What follows belongs to an exercise in optimizing a design on an open flow for small area, a short achievable clock period and few clock cycles per item; a production flow would make more cautious choices.
At most, simulation tests tie the RTL to the original design; equivalence was not proved.
The clock port is modelled as an ideal driver; clocking choices that lean on that would not hold on a real chip.
No activity file was given, so power comes from the tool's default toggle rates.

## rv_core_top
module rv_core_top (
    input  logic                    sys_clk,
    input  logic                    sys_rst_n,
    input  logic                    inst_valid,
    input  logic [32-1:0]   inst,
    output logic                    inst_ready,
    output logic                    wb_valid,
    output logic [5-1:0] wb_rd,
    output logic [32-1:0]   wb_data
);
    localparam int XL = 32;
    localparam int AW = 5;
    localparam int NR = 32;
    logic [6:0] opcode;
    logic [2:0] funct3;
    logic [6:0] funct7;
    logic       is_op, is_imm, is_lui;
    logic       f7_zero, f7_alt, legal;
    assign opcode = inst[isa_pkg::OPC_LSB +: 7];
    assign funct3 = inst[isa_pkg::F3_LSB +: 3];
    assign funct7 = inst[isa_pkg::F7_LSB +: 7];
    assign is_op   = opcode == isa_pkg::OPC_OP;
    assign is_imm  = opcode == isa_pkg::OPC_OP_IMM;
    assign is_lui  = opcode == isa_pkg::OPC_LUI;
    assign f7_zero = funct7 == 7'b0;
    assign f7_alt  = funct7 == isa_pkg::FUNCT7_ALT;
    always_comb begin
        legal = is_lui;
        if (is_op) begin
            legal = f7_zero || (f7_alt && (funct3 == isa_pkg::F3_ADD_SUB ||
                                           funct3 == isa_pkg::F3_SRL_SRA));
        end else if (is_imm) begin
            if (funct3 == isa_pkg::F3_SLL)          legal = f7_zero;
            else if (funct3 == isa_pkg::F3_SRL_SRA) legal = f7_zero || f7_alt;
            else                                    legal = 1'b1;
        end
    end
    logic          id_wen;               
    logic          id_op, id_lui;
    logic [31:7]   id_inst;
    logic [NR-1:1] id_sel1, id_sel2;     
    logic [AW-1:0] rd, rs1, rs2;
    logic [2:0]    f3;
    logic [XL-1:0] imm;
    logic [NR-1:1] sel1, sel2;
    logic          sub_d;
    assign rd  = id_inst[isa_pkg::RD_LSB +: AW];
    assign f3  = id_inst[isa_pkg::F3_LSB +: 3];
    assign rs1 = id_inst[isa_pkg::RS1_LSB +: AW];
  ...
For scale: about 3700 cells after synthesis, about 1200 flip-flops, about 74 I/O pins.
==> flow/config.mk <==
export PLATFORM = sky130hd
export DESIGN_NAME = rv_core_top
export DESIGN_NICKNAME = rv_core_top
export VERILOG_FILES = /design/flow/design.v
export SDC_FILE = /design/flow/constraint.sdc
export NUM_CORES = 4
export LEC_CHECK = 0
export CAP_MARGIN = 20
export CORE_MARGIN = 2
export CORE_UTILIZATION = 45
export PLACE_DENSITY = 0.55
export SETUP_SLACK_MARGIN = 3.5
export SLEW_MARGIN = 20
export SYNTH_HIERARCHICAL = 1
export TNS_END_PERCENT = 0
==> flow/constraint.sdc <==
create_clock -name core_clock -period 6.5 [get_ports {sys_clk}]
set_input_delay 1.3000 -clock core_clock [delete_from_list [all_inputs] [get_ports {sys_clk}]]
set_output_delay 1.3000 -clock core_clock [all_outputs]
set_load 0.01 [all_outputs]
standard.sh (not shown) runs the stock make flow with config.mk's settings and CLKGATE_MAP_FILE= SYNTH_SCRIPT=/design/flow/synth_recipe.tcl, a recipe that flattens the netlist after the stock synthesis.
==> flow/flow/run.sh <==
#!/bin/bash
# The standard layout (standard.sh) with these changes:
#  - synthesis leaves additions to ABC instead of mapping them onto the
#    library's full/half adder cells (ADDER_MAP_FILE empty); registers are
#    untouched by this;
#  - the port buffers are buf_4 cells instead of delay buffers;
#  - clock tree synthesis uses one clock buffer size, clusters of up to 16
#    sinks and no dummy loads;
#  - after clock tree synthesis, flow/post_cts.tcl runs a few more rounds of
#    setup repair on the worst path.
# standard.sh runs ORFS's make; its output goes to standard.log and each
# step's full log to orfs/logs/.
set -o pipefail
export CTS_ARGS="-sink_clustering_enable -repair_clock_nets -buf_list sky130_fd_sc_hd__clkbuf_8 -dont_use_dummy_load -sink_clustering_size 16 -sink_clustering_max_diameter 60"
export BUFFER_PORTS_ARGS="-buffer_cell sky130_fd_sc_hd__buf_4"
export POST_CTS_TCL="$(pwd)/flow/post_cts.tcl"
bash standard.sh finish ADDER_MAP_FILE= > standard.log 2>&1
==> flow/flow/post_cts.tcl <==
# Extra setup repair after clock tree synthesis: a few more rounds that work
# only on the worst path, free to change a cell's footprint, without the
# delay cells.
log_cmd estimate_parasitics -placement
set_dont_use [get_lib_cells {*/sky130_fd_sc_hd__clkdlybuf* */sky130_fd_sc_hd__dlygate* */sky130_fd_sc_hd__dlymetal*}]
foreach round {1 2 3} {
  log_cmd repair_timing -setup -setup_margin 4.0 -repair_tns 0 -verbose
}
log_cmd detailed_placement
check_placement -verbose
log_cmd estimate_parasitics -placement
report_worst_slack -max
Testbench counts at the start, summed over its fixed seeds: cycles 20,024, items 20,000.
Rerun with:
--- a/flow/design.v
+++ b/flow/design.v
@@ -125,24 +125,25 @@
     assign sel2 = id_sel2;
     logic          ex_wen;               
     logic [AW-1:0] ex_rd;
     logic [XL-1:0] ex_a;
     logic [XL-1:0] ex_b;                 
     logic [4:0]    ex_sh;                
     logic          ex_sub, ex_sra;
     logic          ex_s_add, ex_s_sll, ex_s_slt, ex_s_sltu;
     logic          ex_s_xor, ex_s_sr, ex_s_or, ex_s_and;
     logic          r_wen;                
     logic [AW-1:0] r_rd;
     logic [XL-1:0] r_data;
+    logic [XL-1:0] w_data;               
     logic          rst_q;                
     logic [XL-1:0] sum, sll_v, sr_v, alu;
     logic          lt, ltu, b_msb;
     logic [XL-1:0] ks_g [6];
     logic [XL-1:0] ks_p [6];
     logic [XL-1:0] ab_x;
     assign ab_x     = ex_a ^ ex_b;
     assign ks_g[0]  = {ex_a[XL-2:0] & ex_b[XL-2:0], ex_sub};
     assign ks_p[0]  = {ab_x[XL-2:0], 1'b0};
     for (genvar l = 0; l < 5; l++) begin : g_lvl
         for (genvar i = 0; i < XL; i++) begin : g_pos
             if (i >= (1 << l)) begin : g_comb
@@ -165,25 +166,25 @@
                | ({XL{ex_s_sr}}   & sr_v)
                | ({XL{ex_s_xor}}  & (ex_a ^ ex_b))
                | ({XL{ex_s_or}}   & (ex_a | ex_b))
                | ({XL{ex_s_and}}  & (ex_a & ex_b))
                | {{(XL-1){1'b0}}, (ex_s_slt & lt) | (ex_s_sltu & ltu)};
     logic [XL-1:0] rf1, rf2, a_n, b_n;
     logic          hit_a_ex, hit_a_r, hit_b_ex, hit_b_r;
     gpr_file i_gpr_file (
         .sys_clk (sys_clk),
         .clr     (!rst_q),
         .wen     (r_wen),
         .wrd     (r_rd),
-        .wdata   (r_data),
+        .wdata   (w_data),
         .sel1    (sel1),
         .sel2    (sel2),
         .rdata1  (rf1),
         .rdata2  (rf2)
     );
     assign hit_a_ex = ex_wen && ex_rd == rs1 && !id_lui;
     assign hit_a_r  = r_wen  && r_rd  == rs1 && !id_lui;
     assign hit_b_ex = ex_wen && ex_rd == rs2 && id_op;
     assign hit_b_r  = r_wen  && r_rd  == rs2 && id_op;
     assign a_n = hit_a_ex ? alu : (hit_a_r ? r_data : (id_lui ? '0 : rf1));
     assign b_n = hit_b_ex ? alu : (hit_b_r ? r_data : (id_op ? rf2 : imm));
     always_ff @(posedge sys_clk or negedge sys_rst_n) begin
@@ -214,18 +215,19 @@
         ex_sub    <= sub_d;
         ex_sra    <= id_inst[30];
         ex_s_add  <= id_lui || f3 == isa_pkg::F3_ADD_SUB;
         ex_s_sll  <= !id_lui && f3 == isa_pkg::F3_SLL;
         ex_s_slt  <= !id_lui && f3 == isa_pkg::F3_SLT;
         ex_s_sltu <= !id_lui && f3 == isa_pkg::F3_SLTU;
         ex_s_xor  <= !id_lui && f3 == isa_pkg::F3_XOR;
         ex_s_sr   <= !id_lui && f3 == isa_pkg::F3_SRL_SRA;
         ex_s_or   <= !id_lui && f3 == isa_pkg::F3_OR;
         ex_s_and  <= !id_lui && f3 == isa_pkg::F3_AND;
         r_rd      <= ex_rd;
         r_data    <= alu;
+        w_data    <= alu & {XL{ex_wen}};
     end
     assign inst_ready = 1'b1;
     assign wb_valid   = r_wen;
     assign wb_rd      = r_rd;
     assign wb_data    = r_data;
 endmodule
Global-route usage went down by 1.6 points. Die area rises slightly. Fmax came out higher slightly. Combinational power shrinks by a quarter to a third. Setup slack gains 0.029 ns.
Testbench counts after the change, summed over its fixed seeds: cycles 20,024, items 20,000.

========
rv_core_top, a different RTL version from the one above (not shown whole).
Size: ~3,800 cells after synthesis, about 1,200 flip-flops, ~74 I/O pins, about 54,000 um^2 of cells after synthesis.
export LEC_CHECK = 0
export CAP_MARGIN = 20
export CORE_MARGIN = 2
export CORE_UTILIZATION = 45
export PLACE_DENSITY = 0.55
export SETUP_SLACK_MARGIN = 3.5
export SLEW_MARGIN = 20
export SYNTH_HIERARCHICAL = 1
export TNS_END_PERCENT = 3
create_clock -name core_clock -period 6.5 [get_ports {sys_clk}]
Scripts as last shown in full above: flow/flow/run.sh, flow/flow/post_cts.tcl
The first run finished clean.
Change:
--- a/flow/design.v
+++ b/flow/design.v
@@ -124,20 +124,19 @@
     assign sel1 = id_sel1;
     assign sel2 = id_sel2;
     logic          ex_wen;               
     logic [AW-1:0] ex_rd;
     logic [XL-1:0] ex_a;
     logic [XL-1:0] ex_b;                 
     logic [4:0]    ex_sh;                
     logic          ex_sub, ex_sra;
     logic          ex_s_add, ex_s_sll, ex_s_slt, ex_s_sltu;
-    logic          ex_s_sr;
-    logic [3:0]    ex_lut;               
+    logic          ex_s_xor, ex_s_sr, ex_s_or, ex_s_and;
     logic          r_wen;                
     logic [AW-1:0] r_rd;
     logic [XL-1:0] r_data;
     logic [XL-1:0] w_data;               
     logic          rst_q;                
     logic [XL-1:0] sum, sll_v, sr_v, alu;
     logic          lt, ltu, b_msb;
     logic [XL-1:0] ks_g [6];
     logic [XL-1:0] ks_p [6];
@@ -154,28 +153,26 @@
                 assign ks_g[l+1][i] = ks_g[l][i];
                 assign ks_p[l+1][i] = ks_p[l][i];
             end
         end
     end
     assign sum = ab_x ^ ks_g[5];
     assign b_msb = !ex_b[XL-1];
     assign lt    = (ex_a[XL-1] ^ b_msb) ? ex_a[XL-1] : sum[XL-1];
     assign ltu   = (ex_a[XL-1] ^ b_msb) ? b_msb      : sum[XL-1];
-    logic [XL-1:0] lop;
-    for (genvar i = 0; i < XL; i++) begin : g_lop
-        assign lop[i] = ex_lut[{ex_a[i], ex_b[i]}];
-    end
     assign sll_v = ex_a << ex_sh;
     assign sr_v  = XL'($signed({ex_sra & ex_a[XL-1], ex_a}) >>> ex_sh);
     assign alu = ({XL{ex_s_add}}  & sum)
                | ({XL{ex_s_sll}}  & sll_v)
                | ({XL{ex_s_sr}}   & sr_v)
-               | lop
+               | ({XL{ex_s_xor}}  & (ex_a ^ ex_b))
+               | ({XL{ex_s_or}}   & (ex_a | ex_b))
+               | ({XL{ex_s_and}}  & (ex_a & ex_b))
                | {{(XL-1){1'b0}}, (ex_s_slt & lt) | (ex_s_sltu & ltu)};
     logic [XL-1:0] rf1, rf2, a_n, b_n;
     logic          hit_a_ex, hit_a_r, hit_b_ex, hit_b_r;
     gpr_file i_gpr_file (
         .sys_clk (sys_clk),
         .clr     (!rst_q),
         .wen     (r_wen),
         .wrd     (r_rd),
         .wdata   (w_data),
@@ -215,23 +212,22 @@
         ex_a      <= a_n;
         ex_b      <= b_n ^ {XL{sub_d}};
         ex_sh     <= (f3[1:0] == 2'b01) ? b_n[4:0] : 5'b0;    
         ex_sub    <= sub_d;
         ex_sra    <= id_inst[30];
         ex_s_add  <= id_lui || f3 == isa_pkg::F3_ADD_SUB;
         ex_s_sll  <= !id_lui && f3 == isa_pkg::F3_SLL;
         ex_s_slt  <= !id_lui && f3 == isa_pkg::F3_SLT;
         ex_s_sltu <= !id_lui && f3 == isa_pkg::F3_SLTU;
+        ex_s_xor  <= !id_lui && f3 == isa_pkg::F3_XOR;
         ex_s_sr   <= !id_lui && f3 == isa_pkg::F3_SRL_SRA;
-        ex_lut    <= id_lui                  ? 4'b0000 :
-                     f3 == isa_pkg::F3_XOR   ? 4'b0110 :
-                     f3 == isa_pkg::F3_OR    ? 4'b1110 :
-                     f3 == isa_pkg::F3_AND   ? 4'b1000 : 4'b0000;
+        ex_s_or   <= !id_lui && f3 == isa_pkg::F3_OR;
+        ex_s_and  <= !id_lui && f3 == isa_pkg::F3_AND;
         r_rd      <= ex_rd;
         r_data    <= alu;
         w_data    <= alu & {XL{ex_wen}};
     end
     assign inst_ready = 1'b1;
     assign wb_valid   = r_wen;
     assign wb_rd      = r_rd;
     assign wb_data    = r_data;
 endmodule
Effect: Register-to-register slack barely changes. Sequential cell count climbs by 1. Final area shrinks by 1.8%. Non-clock buffer count is lower by 54. Power falls by 1.1%.
Testbench counts after the change, summed over its fixed seeds: cycles 20,024, items 20,000.
Only the layout flow was run in the first run of this note; the RTL was not checked for function there.

[re-timing with driven ports]
In the flow no input, the clock included, has a driving cell. The finished layouts below were timed again as built, in two steps.
Step 1, drivers: a clkbuf_16 drives sys_clk and a buf_2 each remaining input, both assumed.
Step 2 times the ports against the registers' clock, not the clock port: input delays grow and output delays shrink by t, the midpoint of the rising clock arrivals with the driver on.
Slacks: no drivers / after step 1 / after step 2; pairs: no drivers / after step 1.
run | shift t [ns] | setup WS [ns] | worst setup path at the end
the first run of note 1 | 0.869 | 3.436 / 3.436 / 3.381 | input to register
the second run of note 1 | 0.836 | 3.464 / 3.464 / 3.464 | register to register
the first run of note 2 | 0.860 | 3.459 / 3.459 / 3.179 | input to register
the second run of note 2 | 0.835 | 3.471 / 3.471 / 3.471 | register to register
After both steps every run listed still meets setup and hold. The setup slack of the first run of note 2, which loses most, moves by 0.000 ns with the drivers and by -0.280 ns with both steps.
